From an optimization exercise on the open Yosys and OpenROAD flow, aimed at small area, a short achievable clock period and few clock cycles per item; shortcuts taken in it are not production practice. The RTL was checked by simulation tests, not by an equivalence proof against the original design. Power figures rest on the tool's default switching activity, not on a simulated workload.

`design.v`:
```
module rv_alu_md #(
  parameter int unsigned XLEN = 32,
  parameter int unsigned SHW  = $clog2(XLEN)
) (
  input  logic            clk_in,
  input  logic            rst_in,
  input  logic            flush_in,
  input  logic            valid_in,
  output logic            ready_out,
  input  logic [XLEN-1:0] op_1_in,
  input  logic [XLEN-1:0] op_2_in,
  input  logic [2:0]      funct3_in,
  input  logic            funct7_5_in,
  input  logic            m_ext_in,
  output logic            valid_out,
  input  logic            ready_in,
  output logic [XLEN-1:0] result_out,
  output logic            busy_out
);
  localparam logic [1:0] XIdle = 2'd0, XHold = 2'd1, XMul = 2'd2, XDiv = 2'd3;
  localparam logic [63:0] MulK = 64'h0 - 64'h0000_0002_0000_0000 - 64'h0000_0008_0000_0000
                                 - 64'h0000_0020_0000_0000 - 64'h0000_0080_0000_0000
                                 - 64'h0000_0200_0000_0000 - 64'h0000_0800_0000_0000;
  logic        i_valid;
  logic [31:0] i_a, i_b;
  logic [2:0]  i_f3;
  logic        i_f75, i_m;
  logic        i_swap;      
  logic [1:0]  i_tm;        
  logic [5:0]  i_lsa, i_lsb;  
  logic [1:0]  x_st;
  logic        x_fin;       
  logic        x_mh;        
  logic        p_valid;
  logic [31:0] p_x, p_y;    
  logic        p_c, p_inv;
  logic        o_valid;
  logic [31:0] o_res;
  logic [63:0] acc_s, acc_c;
  logic [33:0] mcx;
  logic [32:0] mc;            
  assign mc = mcx[32:0];
  logic [31:0] mp;            
  logic [5:0]  bo, bt, bn;    
  logic [1:0]  idx;           
  logic        hi;            
  logic        qneg, rneg;
  logic [31:0] dr, dq;
  logic [33:0] dd;
  logic [4:0]  cnt;
  assign dr  = acc_s[31:0];
  assign dq  = acc_s[63:32];
  assign dd  = mcx;
  assign cnt = mp[4:0];
  logic o_free, p_free, p_move, x_free, accept, x_load, x_done, x_move;
  assign o_free     = !o_valid || ready_in;
  assign p_move     = p_valid && o_free;
  assign p_free     = !p_valid || o_free;
  assign x_free     = (x_st == XIdle) || (x_fin && p_free);
  assign ready_out  = !flush_in && (!i_valid || x_free);
  assign accept     = valid_in && ready_out;
  assign x_load     = i_valid && x_free;
  assign x_done     = (x_st != XIdle) && x_fin;
  assign x_move     = x_done && p_free;
  assign valid_out  = o_valid;
  assign result_out = o_res;
  logic [32:0] p_sum;
  assign p_sum = {p_x ^ {32{p_inv}}, 1'b1} + {p_y, p_c};
  assign busy_out   = (i_valid || (x_st != XIdle) || p_valid) && !o_valid;
  logic [31:0] sh_in, sh_out, sh_rev, alu_x, alu_y;
  logic        sub, slt, ltu, sll, fill;
  assign sub  = i_f75 && (i_f3 == 3'b000);
  assign ltu  = i_a < i_b;
  assign slt  = (i_a[31] ^ i_b[31]) ? i_a[31] : ltu;
  assign sll  = !i_f3[2];
  assign fill = i_f75 && i_a[31] && !sll;
  always_comb for (int i = 0; i < 32; i++) sh_in[i] = sll ? i_a[31-i] : i_a[i];
  logic signed [32:0] sh_t;
  assign sh_t   = $signed({fill, sh_in}) >>> i_b[4:0];
  assign sh_out = sh_t[31:0];
  always_comb for (int i = 0; i < 32; i++) sh_rev[i] = sh_out[31-i];
  always_comb begin
    alu_y = '0;
    case (i_f3)
      3'b000: begin
        alu_x = i_a;
        alu_y = i_b ^ {32{sub}};    
      end
      3'b001:  alu_x = sh_rev;
      3'b010:  alu_x = {31'b0, slt};
      3'b011:  alu_x = {31'b0, ltu};
      3'b100:  alu_x = i_a ^ i_b;
      3'b101:  alu_x = sh_out;
      3'b110:  alu_x = i_a | i_b;
      default: alu_x = i_a & i_b;
    endcase
  end
  logic        ms_a, ms_b, swap;
  logic [32:0] va, vb;
  function automatic logic [1:0] top_grp(input logic [32:0] v);
    logic [31:0] x;
    x = v[31:0] ^ {32{v[32]}};
    if (|x[31:22])      top_grp = 2'd2;
    else if (|x[21:11]) top_grp = 2'd1;
    else                top_grp = 2'd0;
  endfunction
  logic        p_ms_a, p_ms_b;
  logic [1:0]  p_ta, p_tb;
  assign p_ms_a = (funct3_in[1:0] == 2'b01) || (funct3_in[1:0] == 2'b10);
  assign p_ms_b = (funct3_in[1:0] == 2'b01);
  assign p_ta   = top_grp({p_ms_a && op_1_in[31], op_1_in});
  assign p_tb   = top_grp({p_ms_b && op_2_in[31], op_2_in});
  assign ms_a = (i_f3[1:0] == 2'b01) || (i_f3[1:0] == 2'b10);
  assign ms_b = (i_f3[1:0] == 2'b01);
  assign va   = {ms_a && i_a[31], i_a};
  assign vb   = {ms_b && i_b[31], i_b};
  assign swap = i_swap;
  logic [32:0] mpv;
  logic [1:0]  tm;
  logic [10:0] top_chunk;
  assign mpv = swap ? va : vb;
  assign tm  = i_tm;
  always_comb begin
    case (tm)
      2'd0: top_chunk = mpv[10:0];
      2'd1: top_chunk = mpv[21:11];
      default: top_chunk = mpv[32:22];
    endcase
  end
  function automatic logic [5:0] clz32(input logic [31:0] v);
    logic [15:0] z1, c1;
    logic [7:0]  z2;
    logic [15:0] c2;
    logic [3:0]  z3;
    logic [11:0] c3;
    logic [1:0]  z4;
    logic [7:0]  c4;
    for (int g = 0; g < 16; g++) begin
      z1[g] = !(v[2*g+1] || v[2*g]);
      c1[g] = !v[2*g+1];
    end
    for (int g = 0; g < 8; g++) begin
      z2[g] = z1[2*g+1] && z1[2*g];
      c2[2*g +: 2] = z1[2*g+1] ? {1'b1, c1[2*g]} : {1'b0, c1[2*g+1]};
    end
    for (int g = 0; g < 4; g++) begin
      z3[g] = z2[2*g+1] && z2[2*g];
      c3[3*g +: 3] = z2[2*g+1] ? {1'b1, c2[4*g +: 2]} : {1'b0, c2[4*g+2 +: 2]};
    end
    for (int g = 0; g < 2; g++) begin
      z4[g] = z3[2*g+1] && z3[2*g];
      c4[4*g +: 4] = z3[2*g+1] ? {1'b1, c3[6*g +: 3]} : {1'b0, c3[6*g+3 +: 3]};
    end
    if (z4[1] && z4[0]) clz32 = 6'd32;
    else clz32 = z4[1] ? {2'b01, c4[3:0]} : {2'b00, c4[7:4]};
  endfunction
  logic        p_a_neg, p_b_neg;
  assign p_a_neg    = !funct3_in[0] && op_1_in[31];
  assign p_b_neg    = !funct3_in[0] && op_2_in[31];
  logic        d_signed, a_neg, b_neg, bz;
  logic [31:0] a_x, b_x, a_mag, b_mag;
  logic [5:0]  sp;
  logic [4:0]  iters_m1;
  assign d_signed = !i_f3[0];
  assign a_neg    = d_signed && i_a[31];
  assign b_neg    = d_signed && i_b[31];
  assign a_x      = i_a ^ {32{a_neg}};
  assign b_x      = i_b ^ {32{b_neg}};
  assign a_mag    = a_x + {31'b0, a_neg};
  assign b_mag    = b_x + {31'b0, b_neg};
  assign bz       = (i_b == '0);
  logic [6:0]  s_up;
  assign s_up     = {1'b0, i_lsb} - {1'b0, i_lsa} + {6'b0, a_neg};
  assign iters_m1 = s_up[6] ? 5'd0 : s_up[5:1];
  assign sp       = {iters_m1, 1'b0};
  logic [10:0] chunk;
  logic [63:0] row [9];
  logic [63:0] acc_s_n, acc_c_n;
  always_comb begin
    case (idx)
      2'd1: chunk = mp[10:0];
      default: chunk = mp[21:11];
    endcase
  end
  function automatic logic [17:0] booth(input logic [11:0] d12);
    logic [13:0] d;
    logic        x2, x1, x0;
    d = {d12[11], d12, 1'b0};
    for (int k = 0; k < 6; k++) begin
      x2 = d[2*k+2];
      x1 = d[2*k+1];
      x0 = d[2*k];
      booth[k]      = x1 ^ x0;
      booth[6 + k]  = (x2 && !x1 && !x0) || (!x2 && x1 && x0);
      booth[12 + k] = x2 && !(x1 && x0);
    end
  endfunction
  function automatic logic [127:0] csa(input logic [63:0] a, input logic [63:0] b,
                                       input logic [63:0] c);
    logic [63:0] s, k;
    s = a ^ b ^ c;
    k = (a & b) | (a & c) | (b & c);
    csa = {k[62:0], 1'b0, s};
  endfunction
  always_comb begin
    logic [127:0] t0, t1, t2, u0, u1, v0, w0;
    logic [33:0]  m2, sel;
    m2 = {mc[32], mc};
    for (int k = 0; k < 6; k++) begin
      sel    = (bo[k] ? m2 : 34'b0) | (bt[k] ? {m2[32:0], 1'b0} : 34'b0);
      sel    = sel ^ {34{bn[k]}};
      row[k] = 64'({!sel[33], sel[32:0]}) << (2*k);
    end
    row[6] = {acc_s[52:0], bn[5], 1'b0, bn[4], 1'b0, bn[3], 1'b0, bn[2], 1'b0, bn[1], 1'b0,
              bn[0]};
    row[7] = {acc_c[52:0], 11'b0};
    row[8] = MulK;
    t0 = csa(row[6], row[7], row[8]);
    t1 = csa(row[0], row[1], row[2]);
    t2 = csa(row[3], row[4], row[5]);
    u0 = csa(t0[63:0], t0[127:64], t1[63:0]);
    u1 = csa(t1[127:64], t2[63:0], t2[127:64]);
    v0 = csa(u0[63:0], u0[127:64], u1[63:0]);
    w0 = csa(v0[63:0], v0[127:64], u1[127:64]);
    acc_s_n = w0[63:0];
    acc_c_n = w0[127:64];
  end
  logic [32:0] lo_sum;
  assign lo_sum = {1'b0, acc_s[31:0]} + {1'b0, acc_c[31:0]};
  logic [36:0] df1, df2, df3;
  logic [31:0] r_n, q_n;
  logic [1:0]  qd;
  assign df1 = {5'b0, dr} - {3'b0, dd};
  assign df2 = {5'b0, dr} - {2'b0, dd, 1'b0};
  logic [36:0] d3x, d3y, d3z, d3s, d3c;
  logic [37:0] d3t;
  assign d3x = {5'b0, dr};
  assign d3y = ~{3'b0, dd};
  assign d3z = ~{2'b0, dd, 1'b0};
  assign d3s = d3x ^ d3y ^ d3z;
  assign d3c = {(d3x[35:0] & d3y[35:0]) | (d3x[35:0] & d3z[35:0]) | (d3y[35:0] & d3z[35:0]), 1'b1};
  assign d3t = {d3s, 1'b1} + {d3c, 1'b1};
  assign df3 = d3t[37:1];
  logic q3, q2, q1, q0;
  assign q3  = !df3[36];
  assign q2  = !df2[36] && df3[36];
  assign q1  = !df1[36] && df2[36];
  assign q0  = df1[36];
  assign qd  = {!df2[36], q3 || q1};
  assign r_n = ({32{q3}} & df3[31:0]) | ({32{q2}} & df2[31:0]) | ({32{q1}} & df1[31:0]) |
               ({32{q0}} & dr);
  assign q_n = {dq[29:0], qd};
  logic [31:0] n_x, n_y;
  logic        d_neg, n_c, n_inv;
  logic sel_mh, sel_hold, sel_mul, sel_dr, sel_dq;
  assign sel_mh   = x_mh;
  assign sel_hold = (x_st == XHold);
  assign sel_mul  = (x_st == XMul) && !x_mh;
  assign sel_dr   = (x_st == XDiv) && hi;
  assign sel_dq   = (x_st == XDiv) && !hi;
  assign d_neg    = hi ? rneg : qneg;
  assign n_x = ({32{sel_mh}} & acc_s[63:32]) | ({32{sel_hold}} & acc_s[31:0]) |
               ({32{sel_mul}} & acc_s_n[31:0]) | ({32{sel_dr}} & r_n) | ({32{sel_dq}} & q_n);
  assign n_y = ({32{sel_mh}} & acc_c[63:32]) | ({32{sel_hold}} & acc_c[31:0]) |
               ({32{sel_mul}} & acc_c_n[31:0]);
  assign n_c = (sel_mh && lo_sum[32]) || (sel_hold && acc_c[32]) || (x_st == XDiv && d_neg);
  assign n_inv = (x_st == XDiv) && d_neg;
  always_ff @(posedge clk_in or posedge rst_in) begin
    if (rst_in) begin
      i_valid <= 1'b0;
      x_st    <= XIdle;
      x_fin   <= 1'b0;
      x_mh    <= 1'b0;
      p_valid <= 1'b0;
      o_valid <= 1'b0;
    end else if (flush_in) begin
      i_valid <= 1'b0;
      x_st    <= XIdle;
      x_fin   <= 1'b0;
      x_mh    <= 1'b0;
      p_valid <= 1'b0;
      o_valid <= 1'b0;
    end else begin
      if (p_move)        o_valid <= 1'b1;
      else if (ready_in) o_valid <= 1'b0;
      if (x_move)        p_valid <= 1'b1;
      else if (p_move)   p_valid <= 1'b0;
      if (accept)      i_valid <= 1'b1;
      else if (x_load) i_valid <= 1'b0;
      if (x_load) begin
        x_mh <= 1'b0;
        if (!i_m || (i_f3[2] && bz)) begin
          x_st  <= XHold;
          x_fin <= 1'b1;
        end else if (!i_f3[2]) begin
          x_st  <= XMul;
          x_fin <= (tm == 2'd0) && (i_f3[1:0] == 2'b00);
        end else begin
          x_st  <= XDiv;
          x_fin <= (iters_m1 == 5'd0);
        end
      end else if (x_move) begin
        x_st  <= XIdle;
        x_fin <= 1'b0;
        x_mh  <= 1'b0;
      end else if (!x_fin) begin
        case (x_st)
          XMul: begin
            x_fin <= (idx == 2'd0) || ((idx == 2'd1) && !hi);
            x_mh  <= (idx == 2'd0);   
          end
          XDiv: x_fin <= (cnt == 5'd1);
          default: ;
        endcase
      end
    end
  end
  always_ff @(posedge clk_in) begin
    if (accept) begin
      i_a   <= op_1_in;
      i_b   <= op_2_in;
      i_f3  <= funct3_in;
      i_f75 <= funct7_5_in;
      i_m   <= m_ext_in;
      i_swap     <= p_ta < p_tb;
      i_tm       <= (p_ta < p_tb) ? p_ta : p_tb;
      i_lsa      <= clz32(op_1_in ^ {32{p_a_neg}});
      i_lsb      <= clz32(op_2_in ^ {32{p_b_neg}});
    end
    if (x_move) begin
      p_x <= n_x;
      p_y <= n_y;
      p_c <= n_c;
      p_inv <= n_inv;
    end
    if (p_move) o_res <= p_sum[32:1];
    if (x_load) begin
      if (!i_m) begin
        acc_s <= {32'b0, alu_x};
        acc_c <= {31'b0, sub, alu_y};
      end else if (!i_f3[2]) begin
        acc_s <= '0;
        acc_c <= '0;
      end else if (bz) begin
        acc_s <= {32'b0, i_f3[1] ? i_a : 32'hFFFF_FFFF};
        acc_c <= '0;
      end else begin
        acc_s <= {32'b0, a_mag};
      end
      if (i_f3[2]) mcx <= {2'b0, b_mag} << sp;
      else         mcx <= {1'b0, swap ? vb : va};
      mp    <= i_f3[2] ? {27'b0, iters_m1} : mpv[31:0];
      {bn, bt, bo} <= booth({mpv[32], top_chunk});    
      idx   <= tm;
      hi    <= i_f3[2] ? i_f3[1] : (i_f3[1:0] != 2'b00);
      qneg  <= a_neg ^ b_neg;
      rneg  <= a_neg;
    end else if (!x_fin) begin
      case (x_st)
        XMul: begin
          acc_s <= acc_s_n;
          acc_c <= acc_c_n;
          idx   <= idx - 2'd1;
          {bn, bt, bo} <= booth({1'b0, chunk});
        end
        XDiv: begin
          acc_s   <= {q_n, r_n};
          mcx     <= dd >> 2;
          mp[4:0] <= cnt - 5'd1;
        end
        default: ;
      endcase
    end
  end
endmodule
```
`run.sh`:
```
#!/bin/bash
# synth_recipe.tcl (not shown) runs the flow's synth.tcl, then flattens the netlist and writes it again
# the make line also repeats each setting of config.mk as NAME=value (left out here)
make -C /OpenROAD-flow-scripts/flow DESIGN_CONFIG=/design/flow/config.mk WORK_HOME=/design/flow/orfs CLKGATE_MAP_FILE= SYNTH_SCRIPT=/design/flow/synth_recipe.tcl finish
```
`config.mk`:
```
export PLATFORM = sky130hd
export DESIGN_NAME = rv_alu_md
export DESIGN_NICKNAME = rv_alu_md
export VERILOG_FILES = /design/flow/design.v
export SDC_FILE = /design/flow/constraint.sdc
export NUM_CORES = 4
export LEC_CHECK = 0
export CAP_MARGIN = 30
export CORE_MARGIN = 2
export CORE_UTILIZATION = 45
export PLACE_DENSITY = 0.7
export SETUP_SLACK_MARGIN = 2.8
export SLEW_MARGIN = 30
```
`constraint.sdc`:
```
create_clock -name core_clock -period 7.0 [get_ports {clk_in}]
set_input_delay 1.4000 -clock core_clock [delete_from_list [all_inputs] [get_ports {clk_in}]]
set_output_delay 1.4000 -clock core_clock [all_outputs]
set_load 0.01 [all_outputs]
```
==> results of run 1 <==
placed cells by master, fill, tap and decap left out, types with 36 or more instances in the layout:
master,n
clkdlybuf4s50_1,106
nand4_1,62
a22oi_2,51
a21o_1,58
nand2b_1,36
and2_1,51
a21oi_1,360
o31ai_1,51
nor2_1,326
nand3_1,87
mux2i_1,107
o211ai_1,45
clkbuf_16,55
a22oi_1,161
inv_1,461
o22ai_1,44
fa_1,188
nand2_1,482
a222oi_1,87
buf_6,38
o21ai_0,313
xor2_1,245
mux4_2,48
ha_1,384
nor3_1,123
buf_4,305
a31oi_1,38
fa_2,51
xnor2_1,167
edfxtp_1,389
routing by layer:
metal | global-route usage, % | vias to the layer above | wire length [µm]
li1 | - | 20840 | -
met1 | 53.4 | 23870 | 88400
met2 | 65.9 | 3660 | 107000
met3 | 10.6 | 936 | 29900
met4 | 33.3 | 8 | 25000
met5 | 0 | - | 50
registers in the layout (all words and copies together), names as in the netlist, 2 cells and up:
name	count
i_lsb	6
p_x	32
mcx	34
x_st	2
idx	2
i_tm	2
bt	6
bn	6
o_res	32
p_y	32
i_f3	3
acc_s	64
i_b	32
bo	6
acc_c	64
mp	17
cnt	5
i_lsa	6
i_a	32
what timing repair did:
action / in CTS / in global routing
buffers inserted: 173 / 63
endpoints found under the setup margin: 148 / 114
resized for setup: 289 / 234
cloned: 9 / 3
pin swaps: 72 / 139
cells by family after synthesis:
group | synth area share [%]
AO/OA/AOI/OAI | 22.6
flip-flops | 24.1
buffers and inverters | 7.20
XOR/XNOR | 7.77
AND/OR/NAND/NOR | 13.3
adder cells (fa/ha/maj) | 20.2
multiplexers | 4.88
how the worst max path moves through the flow:
stage	slack, ns	to	startpoint	depth (start not counted)
floorplan	2.81	mcx[29]$_DFFE_PP_	i_f3[0]$_DFFE_PP_	17
global placement	1.19	mcx[30]$_DFFE_PP_	i_f3[0]$_DFFE_PP_	16
detailed placement	1.19	mcx[30]$_DFFE_PP_	i_f3[0]$_DFFE_PP_	16
CTS	2.71	p_x[30]$_DFFE_PP_	bo[4]$_DFFE_PP_	11
global route	2.58	p_y[21]$_DFFE_PP_	mcx[18]$_DFFE_PP_	11
finish	2.57	p_y[20]$_DFFE_PP_	mcx[18]$_DFFE_PP_	11
critical path, delay by kind of cell, from the launching register on:
family,cells,cell delay (ns)
fa+ha+maj,4,1.92
compound gates,2,1.07
buf+inv,4,0.51
xor+xnor,1,0.23
flops,1,0.43
power groups by stage:
stage          Clock (mW)  Sequential, mW  Combinational [mW]
2_1_floorplan           0            4.14                11.4
3_3_place_gp            0            4.87                20.4
3_5_place_dp            0            4.87                20.5
4_1_cts              2.90            4.66                22.1
5_1_grt              2.97            4.70                24.7
6_report             2.90            4.72                23.7
final cells by class:
cell class              count  area [µm²]  area share [%]
clock inverters            37         419           0.724
flip-flops and latches    396       11900            20.5
multi-input cells        4333       35800            61.8
repair buffers            496        4690            8.09
well taps                1414        1770            3.06
inverters                 505        2020            3.49
diodes                      8        20.0          0.0346
clock buffers              56        1340            2.31
through the flow:
step | area (µm²) | power, mW | worst slack (ns)
after floorplan | 49300 | 15.5 | 2.81
after global placement | 51700 | 25.3 | 1.19
after detailed placement | 51700 | 25.3 | 1.19
after CTS | 56300 | 29.7 | 2.71
after global routing | 57900 | 32.3 | 2.58
final | 57900 | 31.3 | 2.57
==> qor.csv, run 1 <==
metric;value;unit
status;timing/DRC/antenna clean;
Top FF cell, synth;edfxtp_1;
Hold Crit Class;reg -> reg;
CP Launch Type;register;
actual slew at the worst max-slew pin;1.13;ns
Fin Hold WS;0.566;ns
wire per inst;34.6;µm
WP data arrival;4.85;ns
FF-to-FF path depth;11;
dpl cells;6895;
final hold violations;0;
Top cell by count, worst path;fa_1;
Reg2Reg Setup Slack;2.57;ns
hold-fix buffer count after cts;0;
fin crit period;4.43;ns
Routed WL;251000;µm
Cell variety after synth;92;
worst path cell trace;buf_6 > clkbuf_4 > a22oi_2 > xor2_1 > fa_1 > fa_1 > fa_1 > inv_1 > fa_2 > a222oi_1 > inv_1;
Hold Path Sink;o_valid$_DFFE_PP0P_;
CTS sink count;396;
clock power share;9.3;%
initial antenna violation count;8;
Tcrit/Tclk final;63.3;%
DR pass1 iterations;12;
gpl congestion;1.09;
Int Power;14.3;mW
worst hold path depth;2;
CP endpoint kind;register;
#FFs+latches synth;396;
Netlist Area Pre-Place;49200;µm²
first-pass GRT wire length;348000;µm
syn nets;6382;
number of synthesized flops with an enable pin;389;
die area;112000;µm²
final net count;6508;
share of power burned in registers;15.1;%
Chip Height;335;µm
DRC;0;
Fmax;0.226;GHz
CTS tree;yes;
overall routing resource usage;43.5;%
sequential fraction of the synthesis area;24.1;%
Yosys warnings;2;
Post-synth top cells;inv_1, nand2_1, ha_1;
asr flop ratio synth;1.77;%
Row Count;121;
Slowest-stage cell, CP;a222oi_1;
critical path peak fanout;7;
Worst Path Required;7.41;ns
pwr dens;542;nW/µm²
gate count of the mapped netlist;5658;
worst skew pair latency;0.70;ns
synthesized area per cell;8.70;µm²
vias;49314;
DR iter-0 viols;7216;
Via density;6.81;
most frequent cell after synthesis;inv_1;
VDD IR max;0.728;mV
TNS Setup;0;ns
antenna-violating nets left;0;
share of layout cells above drive strength 1;16.3;%
max cap viols;0;
RR Endpoint;p_y[20]$_DFFE_PP_;
Initial Utilization;45.3;%
clock skew;0.0510;ns
Longest Clk Path Bufs;3;
RSZ-0062 raised after global routing;yes;
LEAKAGE;23.3;nW
reg-to-reg startpoint;mcx[18]$_DFFE_PP_;
final setup violation count;0;
Die W;335;µm
switching pwr;17.0;mW
core area;109000;µm²
fin. max-slew vios;0;
Logic pwr share;75.7;%
H-tree levels;2;
FILL cells;9893;
TritonCTS buffer count;52;
post-DP HPWL;187000;µm
largest net degree at the start of global routing;90;
Clock transition at path regs;0.07;ns
Clk Tree Root Cell;clkbuf_16;
top-area cell type share of the netlist area;23.7;%
Relative slew margins;24.4;%
final core occ;53.3;%
largest area contributor in the netlist;edfxtp_1;
non-filler cells, final;7245;
Congestion Overflow GR;0;
Net Sw Frac;54.3;%
PortBufs;108;
worst stage delay on the critical path;0.81;ns
IO Count;109;
vias in the first global route;46472;
P&R area growth vs syn;17.6;%
HP Start;p_valid$_DFFE_PP0P_;
largest cells by area after synthesis;edfxtp_1, ha_1, fa_1;
critical path type;reg -> reg;
Testbench counts, summed over its fixed seeds: cycles 4,716, items 2,400.
==> run 2: changes to the inputs <==
--- a/config.mk
+++ b/config.mk
@@ -7,7 +7,7 @@
 export LEC_CHECK = 0
 export CAP_MARGIN = 30
 export CORE_MARGIN = 2
-export CORE_UTILIZATION = 45
-export PLACE_DENSITY = 0.7
+export CORE_UTILIZATION = 35
+export PLACE_DENSITY = 0.55
 export SETUP_SLACK_MARGIN = 2.8
 export SLEW_MARGIN = 30
==> qor.csv, run 2 <==
metric;value;unit;change
Post-Synth Adder-Cell Area;20.2;%;unchanged
reg-to-reg startpoint;bo[4]$_DFFE_PP_;;
max cap viols;0;;unchanged
mux cell area share after synthesis;4.88;%;unchanged
clock skew;0.0540;ns;+0.00294 ns
largest area contributor in the netlist;edfxtp_1;;
asr flop ratio synth;1.77;%;unchanged
antenna-violating nets left;0;;unchanged
TritonCTS buffer count;51;;-1.9%
Cell variety after synth;92;;unchanged
Post-synth top cells;inv_1, nand2_1, ha_1;;
initial antenna violation count;6;;-2
gate count of the mapped netlist;5658;;unchanged
FF-to-FF path depth;11;;unchanged
HP Start;p_valid$_DFFE_PP0P_;;
#FFs+latches synth;396;;unchanged
Congestion Overflow GR;0;;unchanged
TNS Setup;0;ns;unchanged
final setup violation count;0;;unchanged
critical path peak fanout;4;;-3
top-area cell type share of the netlist area;23.7;%;unchanged
final hold violations;0;;unchanged
switching pwr;17.6;mW;+3.5%
Initial Utilization;35.3;%;-10 points
Longest Clk Path Bufs;3;;unchanged
most common cell after layout, fill and taps aside;nand2_1;;
critical path type;reg -> reg;;
Fmax;0.226;GHz;+0.19%
CP Launch Type;register;;
post-DP HPWL;184000;µm;-1.3%
P&R area growth vs syn;18.6;%;
clock power share;8.6;%;-0.7 points
Row Count;137;;+13%
CTS tree;yes;;
DRC;0;;unchanged
Top FF cell, synth;edfxtp_1;;
most frequent cells in the layout;nand2_1, inv_1, edfxtp_1, ha_1, a21oi_1;;
xor-xnor portion of the synthesized cell area;7.77;%;unchanged
most frequent cell after synthesis;inv_1;;
share of layout cells above drive strength 1;16.1;%;-0.23 points
CTS sink count;396;;unchanged
FILL cells;13963;;+41%
synthesized area per cell;8.70;µm²;unchanged
Routed WL;242000;µm;-3.5%
post-synthesis compound-gate area fraction;22.6;%;unchanged
DR iter-0 viols;6842;;-5.2%
Fin Hold WS;0.588;ns;+0.0229 ns
largest registers;acc_c x64, acc_s x64, mcx x34;;
pwr dens;547;nW/µm²;+1.1%
simple-gate area share of the yosys netlist;13.3;%;unchanged
Via density;6.27;;-7.9%
overall routing resource usage;32.8;%;-11 points
hold-fix buffer count after cts;0;;unchanged
share of power burned in registers;14.3;%;-0.8 points
die area;144000;µm²;+28%
fin crit period;4.42;ns;-0.00855 ns
gpl congestion;1.06;;-3.0%
final net count;6531;;+0.35%
actual slew at the worst max-slew pin;1.06;ns;-0.0782 ns
DR pass1 iterations;13;;+1
largest cells by area after synthesis;edfxtp_1, ha_1, fa_1;;
number of synthesized flops with an enable pin;389;;unchanged
Hold Crit Class;reg -> reg;;
PortBufs;108;;unchanged
WP data arrival;4.78;ns;-0.07 ns
largest net degree at the start of global routing;155;;+72%
Net Sw Frac;55.2;%;+0.89 points
H-tree levels;2;;unchanged
LEAKAGE;23.3;nW;about the same
vias in the first global route;45760;;-1.5%
Chip Height;379;µm;+13%
fin. max-slew vios;0;;unchanged
vias;48459;;-1.7%
IO Count;109;;unchanged
largest family of logic cells by synthesized area;compound AO/OA/AOI/OAI gates;;
start point of the critical path;bo[4]$_DFFE_PP_;;
Clk Tree Root Cell;clkbuf_16;;
Tcrit/Tclk final;63.2;%;-0.12 points
worst hold path depth;2;;unchanged
first-pass GRT wire length;338000;µm;-2.9%
CP endpoint kind;register;;
VDD IR max;0.941;mV;+29%
syn nets;6382;;unchanged
wire per inst;31.3;µm;-9.6%
Die W;379;µm;+13%
Logic pwr share;77.2;%;+1.5 points
status;timing/DRC/antenna clean;;
core area;140000;µm²;+28%
worst skew pair latency;0.69;ns;about the same
Clock transition at path regs;0.06;ns;about the same
Worst Path Required;7.36;ns;-0.05 ns
RSZ-0062 raised after global routing;yes;;
sequential fraction of the synthesis area;24.1;%;unchanged
Yosys warnings;2;;unchanged
Int Power;14.3;mW;-0.12%
Relative slew margins;29.1;%;+4.6 points
Netlist Area Pre-Place;49200;µm²;unchanged
## run 2: cell counts after synthesis
No cell type changed its count.
## run 2: cells by family after synthesis
kind of cell / Yosys count
buffers and inverters: 931
AND/OR/NAND/NOR: 1404
AO/OA/AOI/OAI: 1664
flip-flops: 396
XOR/XNOR: 435
adder cells (fa/ha/maj): 650
multiplexers: 178
## run 2: power by group through the flow
stage               combinational, mW  sequential [mW]  clock [mW]
floorplan                        11.4             4.14           0
global placement                 21.2             4.75           0
detailed placement               21.2             4.75           0
CTS                              23.0             4.51        2.76
global route                     25.6             4.54        2.85
finish                           24.6             4.55        2.74
## run 2: through the flow
stage	area [µm²]	power (mW)	util, %	setup WS [ns]	instances
2_1_floorplan	49300	15.5	-	2.81	5658
3_3_place_gp	52300	26.0	37.5	1.52	7359
3_5_place_dp	52400	26.0	37.5	1.59	7364
4_1_cts	56800	30.3	40.7	2.66	7660
5_1_grt	58300	33.0	41.8	2.59	7725
6_report	58300	31.9	41.8	2.58	7733
## run 2: final timing paths
| path | to | slack, ns |
|---|---|---|
| hold reg to reg | o_valid$_DFFE_PP0P_ | 0.59 |
| min in group asynchronous | x_st[1]$_DFFE_PP0P_ | 1.20 |
| setup / recovery | p_y[20]$_DFFE_PP_ | 2.58 |
| setup reg to reg | p_y[20]$_DFFE_PP_ | 2.58 |
| hold / removal | o_valid$_DFFE_PP0P_ | 0.59 |
| max in group asynchronous | x_mh$_DFFE_PP0P_ | 5.57 |
## run 2: cell type report
type / instances / area [µm²] / share of cell area, %
diodes: 8 / 20.0 / 0.0343
clock buffers: 56 / 1290 / 2.22
clock inverters: 39 / 370 / 0.635
inverters: 505 / 2010 / 3.44
multi-input cells: 4333 / 35800 / 61.3
flip-flops and latches: 396 / 11900 / 20.3
well taps: 1876 / 2350 / 4.02
repair buffers: 520 / 4660 / 7.99
## run 2: timing repair
action | 4_1_cts | 5_1_grt
endpoints found under the hold margin | 0 | 0
resized for setup | 260 | 224
setup buffers | 198 | 62
setup endpoints to repair | 155 | 114
pin swaps | 95 | 178
gates cloned | 3 | 1
## run 2: metal layers
layer	track usage, %	vias to the layer above	share of wire [%]
met4	20.1	2	7.6
met2	50.6	3158	44
met3	6.58	692	10
li1	-	20902	-
met1	42.0	23705	38
met5	0	-	0.0041
## run 2: critical path: stages, from the launching register on
cell and delay (ns):
edfxtp_1 0.53, buf_6 0.20, buf_16 0.13, a22oi_2 0.16
xor2_1 0.21, fa_1 0.47, fa_1 0.48, fa_1 0.49
inv_1 0.05, fa_2 0.44, a222oi_1 0.79, inv_1 0.15
==> run 3: changes to the inputs <==
--- a/design.v
+++ b/design.v
@@ -34,6 +34,7 @@
   logic        p_valid;
   logic [31:0] p_x, p_y;    
   logic        p_c, p_inv;
+  logic        p_slt, p_sltu;  
   logic        o_valid;
   logic [31:0] o_res;
   logic [63:0] acc_s, acc_c;
@@ -64,14 +65,14 @@
   assign x_move     = x_done && p_free;
   assign valid_out  = o_valid;
   assign result_out = o_res;
-  logic [32:0] p_sum;
-  assign p_sum = {p_x ^ {32{p_inv}}, 1'b1} + {p_y, p_c};
+  logic [33:0] p_sum;
+  logic        p_lt;
+  assign p_sum = {1'b0, p_x ^ {32{p_inv}}, 1'b1} + {1'b0, p_y, p_c};
+  assign p_lt  = p_slt ? ((p_x[31] ^ !p_y[31]) ? p_x[31] : p_sum[32]) : !p_sum[33];
   assign busy_out   = (i_valid || (x_st != XIdle) || p_valid) && !o_valid;
   logic [31:0] sh_in, sh_out, sh_rev, alu_x, alu_y;
-  logic        sub, slt, ltu, sll, fill;
-  assign sub  = i_f75 && (i_f3 == 3'b000);
-  assign ltu  = i_a < i_b;
-  assign slt  = (i_a[31] ^ i_b[31]) ? i_a[31] : ltu;
+  logic        sub, sll, fill;
+  assign sub  = (i_f75 && (i_f3 == 3'b000)) || (i_f3[2:1] == 2'b01);
   assign sll  = !i_f3[2];
   assign fill = i_f75 && i_a[31] && !sll;
   always_comb for (int i = 0; i < 32; i++) sh_in[i] = sll ? i_a[31-i] : i_a[i];
@@ -82,13 +83,11 @@
   always_comb begin
     alu_y = '0;
     case (i_f3)
-      3'b000: begin
+      3'b000, 3'b010, 3'b011: begin
         alu_x = i_a;
-        alu_y = i_b ^ {32{sub}};    
+        alu_y = i_b ^ {32{sub}};
       end
       3'b001:  alu_x = sh_rev;
-      3'b010:  alu_x = {31'b0, slt};
-      3'b011:  alu_x = {31'b0, ltu};
       3'b100:  alu_x = i_a ^ i_b;
       3'b101:  alu_x = sh_out;
       3'b110:  alu_x = i_a | i_b;
@@ -251,7 +250,7 @@
                ({32{q0}} & dr);
   assign q_n = {dq[29:0], qd};
   logic [31:0] n_x, n_y;
-  logic        d_neg, n_c, n_inv;
+  logic        d_neg, n_c, n_inv, n_slt, n_sltu;
   logic sel_mh, sel_hold, sel_mul, sel_dr, sel_dq;
   assign sel_mh   = x_mh;
   assign sel_hold = (x_st == XHold);
@@ -265,6 +264,8 @@
                ({32{sel_mul}} & acc_c_n[31:0]);
   assign n_c = (sel_mh && lo_sum[32]) || (sel_hold && acc_c[32]) || (x_st == XDiv && d_neg);
   assign n_inv = (x_st == XDiv) && d_neg;
+  assign n_slt  = sel_hold && acc_c[33];
+  assign n_sltu = sel_hold && acc_c[34];
   always_ff @(posedge clk_in or posedge rst_in) begin
     if (rst_in) begin
       i_valid <= 1'b0;
@@ -332,12 +333,14 @@
       p_y <= n_y;
       p_c <= n_c;
       p_inv <= n_inv;
+      p_slt  <= n_slt;
+      p_sltu <= n_sltu;
     end
-    if (p_move) o_res <= p_sum[32:1];
+    if (p_move) o_res <= (p_slt || p_sltu) ? {31'b0, p_lt} : p_sum[32:1];
     if (x_load) begin
       if (!i_m) begin
         acc_s <= {32'b0, alu_x};
-        acc_c <= {31'b0, sub, alu_y};
+        acc_c <= {29'b0, i_f3 == 3'b011, i_f3 == 3'b010, sub, alu_y};
       end else if (!i_f3[2]) begin
         acc_s <= '0;
         acc_c <= '0;
--- a/config.mk
+++ b/config.mk
@@ -7,7 +7,7 @@
 export LEC_CHECK = 0
 export CAP_MARGIN = 30
 export CORE_MARGIN = 2
-export CORE_UTILIZATION = 35
-export PLACE_DENSITY = 0.55
+export CORE_UTILIZATION = 40
+export PLACE_DENSITY = 0.6
 export SETUP_SLACK_MARGIN = 2.8
 export SLEW_MARGIN = 30
==> qor.csv, run 3 <==
metric;value;unit;change
status;timing/DRC/antenna clean;;
Routed WL;238000;µm;-1.7%
P&R area growth vs syn;19.1;%;
Via density;6.49;;+3.5%
largest registers;acc_c x64, acc_s x64, mcx x34;;
TritonCTS buffer count;51;;unchanged
core area;122000;µm²;-13%
die area;125000;µm²;-13%
sequential fraction of the synthesis area;24.4;%;+0.27 points
gate count of the mapped netlist;5541;;-2.1%
final setup violation count;0;;unchanged
post-DP HPWL;179000;µm;-2.6%
Netlist Area Pre-Place;48900;µm²;-0.59%
vias;48103;;-0.73%
Worst Path Required;7.36;ns;about the same
Cell variety after synth;96;;+4.3%
WP data arrival;4.82;ns;+0.04 ns
critical path type;reg -> reg;;
Initial Utilization;40.2;%;+5.0 points
most common cell after layout, fill and taps aside;nand2_1;;
LEAKAGE;23.2;nW;-0.48%
TNS Setup;0;ns;unchanged
top-area cell type share of the netlist area;24.0;%;+0.26 points
most frequent cell after synthesis;inv_1;;
CTS sink count;398;;+0.51%
vias in the first global route;44990;;-1.7%
fin crit period;4.46;ns;+0.0368 ns
pwr dens;569;nW/µm²;+4.0%
largest area contributor in the netlist;edfxtp_1;;
Clk Tree Root Cell;clkbuf_16;;
antenna-violating nets left;0;;unchanged
final net count;6440;;-1.4%
syn nets;6234;;-2.3%
Die W;354;µm;-6.7%
actual slew at the worst max-slew pin;1.07;ns;+0.0100 ns
Chip Height;354;µm;-6.7%
largest net degree at the start of global routing;71;;-54%
Post-synth top cells;inv_1, nand2_1, edfxtp_1;;
Clock transition at path regs;0.06;ns;about the same
largest cells by area after synthesis;edfxtp_1, fa_1, ha_1;;
synthesized area per cell;8.83;µm²;+1.5%
CP endpoint kind;register;;
VDD IR max;0.830;mV;-12%
PortBufs;108;;unchanged
DR pass1 iterations;12;;-1
asr flop ratio synth;1.76;%;-0.0089 points
final hold violations;0;;unchanged
share of layout cells above drive strength 1;17.9;%;+1.8 points
fin. max-slew vios;0;;unchanged
CTS tree;yes;;
Fmax;0.224;GHz;-0.83%
H-tree levels;2;;unchanged
worst skew pair latency;0.65;ns;-0.04 ns
critical path peak fanout;5;;+1
Yosys warnings;2;;unchanged
Tcrit/Tclk final;63.7;%;+0.53 points
Relative slew margins;29.0;%;-0.065 points
overall routing resource usage;36.6;%;+3.9 points
Pwr Total;33.1;mW;+3.8%
RSZ-0062 raised after global routing;yes;;
Congestion Overflow GR;0;;unchanged
Reg2Reg Setup Slack;2.54;ns;-0.04 ns
most frequent cells in the layout;nand2_1, inv_1, edfxtp_1, buf_4, ha_1;;
IO Count;109;;unchanged
Hold Crit Class;reg -> reg;;
Row Count;128;;-6.6%
CP Launch Type;register;;
DRC;0;;unchanged
wire per inst;32.1;µm;+2.5%
number of synthesized flops with an enable pin;391;;+0.51%
max cap viols;0;;unchanged
Top FF cell, synth;edfxtp_1;;
gpl congestion;1.05;;-0.83%
#FFs+latches synth;398;;+0.51%
Longest Clk Path Bufs;3;;unchanged
initial antenna violation count;11;;+5
first-pass GRT wire length;332000;µm;-1.7%
clock skew;0.0274;ns;-0.0265 ns
DR iter-0 viols;7088;;+3.6%
==> run 3: changes by cell type after synthesis, moves of 22 or more <==
cell and change:
o211ai_1 +32, mux2_2 +23, o31ai_1 -22, inv_1 -27
mux2i_1 +26, ha_1 -31, o21ai_0 -39, a21oi_1 -48
==> run 3: cell families (layout without fill, tap and decap cells) <==
logic type / after synthesis / after routing / share of synthesized area [%]
AOI/OAI and AO/OA: 1611 / 1611 / 22.4
and+or+nand+nor: 1356 / 1359 / 12.9
buffers and inverters: 894 / 1135 / 6.96
adders and majority gates: 619 / 619 / 19.5
xor gates and xnor gates: 435 / 435 / 7.82
DFF: 398 / 398 / 24.4
muxes: 228 / 228 / 6.02
other: 0 / 4 / 0
==> run 3: per-layer routing <==
metal / vias to the layer above / global-route usage [%] / part of all wire, % / wire (µm)
met5: - / 0 / 0.037 / 87
met4: 12 / 26.4 / 9.0 / 21400
met3: 773 / 6.86 / 11 / 25000
met2: 3312 / 55.3 / 43 / 102000
met1: 23330 / 47.1 / 38 / 89500
li1: 20676 / - / - / -
==> run 3: critical path: stages (launching register included) <==
cell and delay, ns:
edfxtp_1 0.52, buf_6 0.17, buf_6 0.12, a22oi_2 0.12
xor2_1 0.22, fa_1 0.46, fa_1 0.52, fa_2 0.60
inv_2 0.06, fa_2 0.41, a222oi_1 0.86, inv_1 0.09
==> run 3: timing repair <==
action / CTS / global route
hold buffers: 0 / 0
setup endpoints to repair: 255 / 152
gates resized for setup: 258 / 281
pin swaps: 130 / 228
gates cloned: 5 / 5
buffers inserted: 184 / 103
==> run 3: path summary, 6_finish.rpt <==
kind	from	cells after the start	endpoint
worst max-delay path	bt[1]$_DFFE_PP_	11	p_y[30]$_DFFE_PP_
worst min-delay path	p_valid$_DFFE_PP0P_	2	o_valid$_DFFE_PP0P_
worst max register to register	bt[1]$_DFFE_PP_	11	p_y[30]$_DFFE_PP_
worst min register to register	p_valid$_DFFE_PP0P_	2	o_valid$_DFFE_PP0P_
max in group asynchronous	rst_in	2	x_mh$_DFFE_PP0P_
min in group asynchronous	rst_in	2	o_valid$_DFFE_PP0P_
==> run 3: report_power, final <==
part / internal (mW) / leakage (nW) / switching, mW
combinational: 9.96 / 18.7 / 16.2
clock: 1.43 / 0.746 / 1.13
sequential: 3.82 / 3.79 / 0.648
==> run 3: final cells by class <==
type	count	area, µm²
Multi-Input combinational cell	4252	35600
Antenna cell	4	10.0
Timing Repair inverter	1	8.76
Fill cell	11589	63300
Clock buffer	67	1360
Sequential cell	398	11900
Tap cell	1625	2030
Clock inverter	24	185
Inverter	476	1900
Timing Repair Buffer	567	5270
==> run 3: stage by stage <==
stage / instance area [µm²] / worst slack, ns / hold slack [ns] / cells / util, %
floorplan: 49000 / 2.09 / 0.523 / 5541 / -
global placement: 51800 / 1.30 / 0.575 / 7018 / 42.6
detailed placement: 51900 / 1.09 / 0.564 / 7021 / 42.7
CTS: 56100 / 2.54 / 0.600 / 7301 / 46.2
global route: 58200 / 2.55 / 0.622 / 7411 / 47.9
finish: 58300 / 2.54 / 0.589 / 7414 / 47.9
Testbench counts of run 3, summed over its fixed seeds: cycles 4,716, items 2,400.
==> run 4: changes to the inputs <==
--- a/config.mk
+++ b/config.mk
@@ -9,5 +9,5 @@
 export CORE_MARGIN = 2
 export CORE_UTILIZATION = 40
 export PLACE_DENSITY = 0.6
-export SETUP_SLACK_MARGIN = 2.8
+export SETUP_SLACK_MARGIN = 2.6
 export SLEW_MARGIN = 30
==> qor.csv, run 4 <==
metric;value;unit;change
Worst Path Required;7.42;ns;+0.06 ns
IO Count;109;;unchanged
CTS tree;yes;;
critical path type;in -> reg;;
Row Count;128;;unchanged
die area;125000;µm²;unchanged
vias;47322;;-1.6%
DR pass1 iterations;12;;unchanged
TNS Setup;0;ns;unchanged
GR Util met2;55.8;%;+0.52 points
wire per inst;32.6;µm;+1.5%
Reg2Reg Setup Slack;2.58;ns;+0.04 ns
TritonCTS buffer count;51;;unchanged
vias in the first global route;44710;;-0.62%
Fmax;0.226;GHz;+0.65%
RR Endpoint;p_y[28]$_DFFE_PP_;;
non-filler cells, final;7303;;-1.5%
Cell variety after synth;96;;unchanged
first-pass GRT wire length;332000;µm;about the same
final setup violation count;0;;unchanged
worst hold path depth;2;;unchanged
CTS sink count;398;;unchanged
reg-to-reg startpoint;bo[5]$_DFFE_PP_;;
Fin Hold WS;0.592;ns;+0.00222 ns
PortBufs;108;;unchanged
final hold violations;0;;unchanged
Congestion Overflow GR;0;;unchanged
largest area contributor in the netlist;edfxtp_1;;
Die W;354;µm;unchanged
DR iter-0 viols;6433;;-9.2%
final core occ;46.4;%;-1.5 points
P&R area growth vs syn;15.3;%;
H-tree levels;2;;unchanged
syn nets;6234;;unchanged
CP endpoint kind;register;;
Post-synth top cells;inv_1, nand2_1, edfxtp_1;;
initial antenna violation count;7;;-4
pwr dens;559;nW/µm²;-1.7%
clock skew;0.0400;ns;+0.0126 ns
fin crit period;4.43;ns;-0.0286 ns
worst skew pair latency;0.70;ns;+0.05 ns
Relative slew margins;19.4;%;-9.6 points
Setup Slack @ Placement;1.51;ns;+0.412 ns
Netlist Area Pre-Place;48900;µm²;unchanged
Initial Utilization;40.2;%;unchanged
HP Start;p_valid$_DFFE_PP0P_;;
status;timing/DRC/antenna clean;;
gpl congestion;1.03;;-1.1%
number of synthesized flops with an enable pin;391;;unchanged
Tcrit/Tclk final;63.3;%;-0.41 points
LEAKAGE;22.5;nW;-2.9%
Longest Clk Path Bufs;3;;unchanged
RSZ-0062 raised after global routing;yes;;
post-DP HPWL;184000;µm;+2.6%
fin. max-slew vios;0;;unchanged
Routed WL;238000;µm;about the same
largest net degree at the start of global routing;68;;-4.2%
M3 GR Usage;7.64;%;+0.78 points
synthesized area per cell;8.83;µm²;unchanged
overall routing resource usage;36.7;%;+0.055 points
gate count of the mapped netlist;5541;;unchanged
GR peak layer;met2;;
PnR worst setup slack;2.57;ns;+0.0286 ns
Final Cell Area;56400;µm²;-3.2%
Hold Crit Class;reg -> reg;;
FF-to-FF path depth;11;;unchanged
Yosys warnings;2;;unchanged
most common cell after layout, fill and taps aside;nand2_1;;
routing usage on met1;45.8;%;-1.3 points
critical path peak fanout;52;;+47
WP data arrival;4.86;ns;+0.04 ns
largest cells by area after synthesis;edfxtp_1, fa_1, ha_1;;
dpl cells;7008;;-0.19%
Via density;6.48;;-0.13%
most frequent cells in the layout;nand2_1, inv_1, edfxtp_1, ha_1, a21oi_1;;
most frequent cell after synthesis;inv_1;;
DRC;0;;unchanged
actual slew at the worst max-slew pin;1.20;ns;+0.136 ns
Pwr Total;31.5;mW;-4.8%
max cap viols;0;;unchanged
core area;122000;µm²;unchanged
top-area cell type share of the netlist area;24.0;%;unchanged
VDD IR max;0.838;mV;+0.90%
sequential fraction of the synthesis area;24.4;%;unchanged
share of layout cells above drive strength 1;13.9;%;-4.0 points
largest registers;acc_c x64, acc_s x64, mcx x34;;
Hold Path Sink;o_valid$_DFFE_PP0P_;;
CP Launch Type;input port;;
Post-DP Area;51700;µm²;-0.34%
Top FF cell, synth;edfxtp_1;;
asr flop ratio synth;1.76;%;unchanged
antenna-violating nets left;0;;unchanged
#FFs+latches synth;398;;unchanged
Clock transition at path regs;0.07;ns;about the same
Clk Tree Root Cell;clkbuf_16;;
Chip Height;354;µm;unchanged
final net count;6328;;-1.7%
## run 4: worst max-delay path, stage by stage
cell             delay, ns
clkdlybuf4s50_1       0.44
nor2b_4               0.18
nand2_1               0.13
a21oi_4               0.17
buf_4                 0.18
nand2b_4              0.37
buf_6                 0.35
buf_8                 0.37
or3_1                 0.32
o21ai_0               0.38
a211o_1               0.44
## run 4: how the worst max path moves through the flow
stage,start,to,slack [ns]
floorplan,ready_in,acc_s[0]$_DFFE_PP_,2.09
global placement,ready_in,mcx[27]$_DFFE_PP_,1.49
detailed placement,ready_in,mcx[27]$_DFFE_PP_,1.51
CTS,i_f3[0]$_DFFE_PP_,mcx[27]$_DFFE_PP_,2.48
global route,mcx[23]$_DFFE_PP_,p_x[19]$_DFFE_PP_,2.51
finish,ready_in,mcx[27]$_DFFE_PP_,2.57
## run 4: power breakdown
group,switching (mW),total (mW),leakage [nW],internal [mW]
clock,1.26,3.04,0.885,1.77
combinational,15.2,23.8,17.8,8.61
sequential,0.849,4.68,3.79,3.83
total,17.3,31.5,22.5,14.2
## run 4: timing repair
item / 4_1_cts / 5_1_grt
endpoints found under the setup margin: 124 / 101
buffers inserted: 105 / 90
cloned: 0 / 4
gates resized for setup: 117 / 163
hold buffers: 0 / 0
pin swaps: 19 / 62
## run 4: final cells by class
type | count | area, µm²
Multi-Input combinational cell | 4251 | 34700
Inverter | 476 | 1880
Clock buffer | 56 | 1290
Antenna cell | 3 | 7.51
Fill cell | 11763 | 65200
Sequential cell | 398 | 11900
Timing Repair Buffer | 457 | 3960
Clock inverter | 37 | 584
Tap cell | 1625 | 2030
## run 4: cell families (layout without fill, tap and decap cells)
group | count (synthesis) | count (layout) | share of synthesized area, %
AO/OA/AOI/OAI | 1611 | 1611 | 22.4
XOR/XNOR | 435 | 435 | 7.82
adder cells (fa/ha/maj) | 619 | 619 | 19.5
buffers and inverters | 894 | 1026 | 6.96
flip-flops | 398 | 398 | 24.4
multiplexers | 228 | 228 | 6.02
other | 0 | 3 | 0
AND/OR/NAND/NOR | 1356 | 1358 | 12.9
## run 4: layer usage
layer | part of all wire, % | routed length (µm)
met5 | 0.019 | 46
met4 | 9.6 | 22900
met3 | 9.7 | 23000
met2 | 43 | 102000
met1 | 38 | 89900

[afterwards: timing with drivers on the ports]
No port has a modelled driver above. Below, the same layouts with a new extraction and two added sets of constraints. Step 1: set_driving_cell puts a clkbuf_16 on clk_in and a buf_2 on each other input, an assumption about the parent block. Step 2, shift: input delay + t, output delay - t, t = (earliest + latest rising clock arrival at the registers) / 2. This alone moves slack from input paths to output paths. Three values: ideal, step 1, step 2; two values: the first two.
| run | shift t [ns] | slack for setup (ns) | clock arrival spread, ns | pins driven straight from the clock port |
|---|---|---|---|---|
| run 1 | 0.750 | 2.567 / 2.567 / 2.319 | 0.051 / 0.051 | 1 |
| run 2 | 0.744 | 2.576 / 2.576 / 2.058 | 0.054 / 0.054 | 1 |
| run 3 | 0.720 | 2.539 / 2.539 / 2.115 | 0.027 / 0.027 | 1 |
| run 4 | 0.764 | 2.568 / 2.579 / 1.858 | 0.040 / 0.040 | 1 |
After both steps setup and hold are still met in every run listed. For run 4, which loses most, drivers alone change the setup slack by +0.011 ns; drivers and shift together by -0.710 ns.
